What follows belongs to an exercise in optimizing a design on an open flow for small area, a short achievable clock period and few clock cycles per item; a production flow would make more cautious choices.
Function was checked by simulation only, so behaviour that the tests miss may differ from the original.
No activity file was given, so power comes from the tool's default toggle rates.

// dot_engine_top
module dot_engine_top (
  input wire logic clk,
  input wire logic reset,
  input wire logic w_wr,
  input wire logic [dot_pkg::ADDR_W-1:0] w_addr,
  input wire logic [dot_pkg::WORD_W-1:0] w_data,
  input wire logic start,
  input wire logic [dot_pkg::ADDR_W-1:0] vec_last,
  input wire logic act_valid,
  input wire logic [dot_pkg::WORD_W-1:0] act_data,
  output logic busy,
  output logic done,
  output logic signed [dot_pkg::RES_W-1:0] result
);
==> flow/config.mk <==
export PLATFORM = sky130hd
export DESIGN_NAME = dot_engine_top
export DESIGN_NICKNAME = dot_engine_top
export VERILOG_FILES = /design/flow/design.v
export SDC_FILE = /design/flow/constraint.sdc
export NUM_CORES = 4
export LEC_CHECK = 0
export CAP_MARGIN = 20
export CORE_MARGIN = 2
export CORE_UTILIZATION = 65
export CTS_CLUSTER_DIAMETER = 80
export CTS_CLUSTER_SIZE = 30
export SETUP_SLACK_MARGIN = 2.1
export SLEW_MARGIN = 20
==> flow/constraint.sdc <==
create_clock -name core_clock -period 5.0 [get_ports {clk}]
set_input_delay 1.0000 -clock core_clock [delete_from_list [all_inputs] [get_ports {clk}]]
set_output_delay 1.0000 -clock core_clock [all_outputs]
set_load 0.01 [all_outputs]
standard.sh (not shown) runs the stock make flow with config.mk's settings and CLKGATE_MAP_FILE= SYNTH_SCRIPT=/design/flow/synth_recipe.tcl, a recipe that flattens the netlist after the stock synthesis.
==> flow/flow/run.sh <==
#!/bin/bash
# The standard layout (the standard.sh), except that the buffers that
# buffer_ports puts on every input and output port are buf_1 cells; the
# resizer sizes them up where timing needs it.
set -euo pipefail
bash standard.sh "BUFFER_PORTS_ARGS=-buffer_cell sky130_fd_sc_hd__buf_1" finish > flow_standard.log 2>&1
The baseline completed with no timing, DRC or antenna violations.
Testbench counts at the start, summed over its fixed seeds: cycles 14,859, items 1,280.
Then changed:
Settings changed: ABC_AREA set to 1, SETUP_SLACK_MARGIN 2.1 to 2.5.
What happened:
- worst setup slack is better by 0.24 ns
- cell count increases by 31%
- first-iteration DRC count came out higher by about 1.4%
- die area climbs by 4.6%
- wire length came out higher by 4.0%
- area after synthesis climbs by 4.7%
- register-to-register slack improved by 0.19 ns
- maximum frequency grows by about 9%
- via count increases by 14%
- design area rises by about 6%
Then changed:
Settings changed: ABC_AREA 1 to unset, CORE_UTILIZATION 65 to 72, SETUP_SLACK_MARGIN 2.5 to 2.35.
Result: Design area is lower by 4.7%; non-clock buffer count increases by 30; flip-flop and latch count does not change; power came out lower by 3.2%; global-route usage rose by 2.1 points.

* * *

Starting RTL as in the previous note.
==> flow/config.mk <==
export PLATFORM = sky130hd
export DESIGN_NAME = dot_engine_top
export DESIGN_NICKNAME = dot_engine_top
export VERILOG_FILES = /design/flow/design.v
export SDC_FILE = /design/flow/constraint.sdc
export NUM_CORES = 4
export LEC_CHECK = 0
export CAP_MARGIN = 20
export CORE_MARGIN = 2
export CORE_UTILIZATION = 65
export CTS_CLUSTER_DIAMETER = 80
export CTS_CLUSTER_SIZE = 30
export SETUP_SLACK_MARGIN = 2.35
export SLEW_MARGIN = 20
==> flow/constraint.sdc <==
create_clock -name core_clock -period 5.0 [get_ports {clk}]
set_input_delay 1.0000 -clock core_clock [delete_from_list [all_inputs] [get_ports {clk}]]
set_output_delay 1.0000 -clock core_clock [all_outputs]
set_load 0.01 [all_outputs]
Scripts as last shown in full above: flow/flow/run.sh
The starting point ran to the end with no violations.
Testbench counts at the start, summed over its fixed seeds: cycles 14,859, items 1,280.
Then changed:
- SETUP_SLACK_MARGIN: 2.35 -> 2.6
- The new run passed the timing, design-rule and antenna checks
- count of clock-buffer cells in the layout went up by 3
- die area stays the same
- clock skew went up by 18 ps
- critical path depth went up by 6
- non-clock buffer count went up by 49
- power went down by 0.39%

* * *

== main ==
dot_engine_top, a different RTL version from the one above (not shown whole).
Size in the first run: about 710 flip-flops, about 110 I/O pins, roughly 32000 um^2 of cells after synthesis.
clock: 5.0 ns
lec_check: 0
abc_area: 1
cap_margin: 20
core_margin: 2
core_utilization: 65
cts_cluster_diameter: 80
cts_cluster_size: 30
setup_slack_margin: 2.45
slew_margin: 20
Scripts as last shown in full above: flow/flow/run.sh
main | stages: all done | timing, DRC, antenna: all pass
Testbench counts of main, summed over its fixed seeds: cycles 14,859, items 1,280.
### main -> the feature branch
- SETUP_SLACK_MARGIN: 2.45 -> 2.7
[summary]
- The routed wire length number comes out lower for main vs the feature branch.
- Summary: with main as the reference, maximum frequency in the feature branch moved down by a few percent.
- On worst stage delay on the critical path, the feature branch and main are neck and neck.
- The feature branch has shortest period the worst path allows above what main had.
- The final-layout clock buffer total in main is 1.05 times that in the feature branch.

static timing again, ports no longer ideal:
In the flow no input, the clock included, has a driving cell. The finished layouts below were timed again as built, in two steps. Step 1 (the two cells are an assumption about what drives the block):
set clk [get_ports {clk}]
set_driving_cell -lib_cell sky130_fd_sc_hd__clkbuf_16 $clk
set_driving_cell -lib_cell sky130_fd_sc_hd__buf_2 [delete_from_list [all_inputs] $clk]
Step 2 adds t to the input delays and takes it off the output delays; t is the mean of the earliest and latest rising clock arrival at the registers after step 1. Input paths then give back, and output paths get back, about the clock's delay inside the block. Slacks: ideal / step 1 / step 2; pairs: ideal / step 1.
| run | t, ns | slack for setup (ns) | hold WS [ns] | worst setup path after step 2 | latest minus earliest clock arrival (ns) |
|---|---|---|---|---|---|
| the first run of note 1 | 0.639 | 2.113 / 2.152 / 1.514 | 0.446 / 0.446 / 0.446 | input to register | 0.041 / 0.041 |
| the second run of note 1 | 0.698 | 2.357 / 2.357 / 1.741 | 0.412 / 0.412 / 0.412 | input to register | 0.068 / 0.068 |
| the third run of note 1 | 0.682 | 2.185 / 2.185 / 1.539 | 0.433 / 0.433 / 0.433 | input to register | 0.027 / 0.027 |
| the first run of note 2 | 0.704 | 2.195 / 2.206 / 1.521 | 0.444 / 0.444 / 0.444 | input to register | 0.035 / 0.035 |
| the second run of note 2 | 0.714 | 2.229 / 2.229 / 1.856 | 0.442 / 0.442 / 0.442 | input to register | 0.050 / 0.050 |
| main | 0.642 | 2.467 / 2.467 / 1.879 | 0.396 / 0.396 / 0.396 | input to register | 0.030 / 0.030 |
| the feature branch | 0.648 | 2.395 / 2.395 / 1.817 | 0.418 / 0.418 / 0.418 | input to register | 0.052 / 0.052 |
After both steps setup and hold are still met in every run listed. The setup slack of the first run of note 2, which loses most, moves by +0.011 ns with the drivers and by -0.674 ns with both steps.
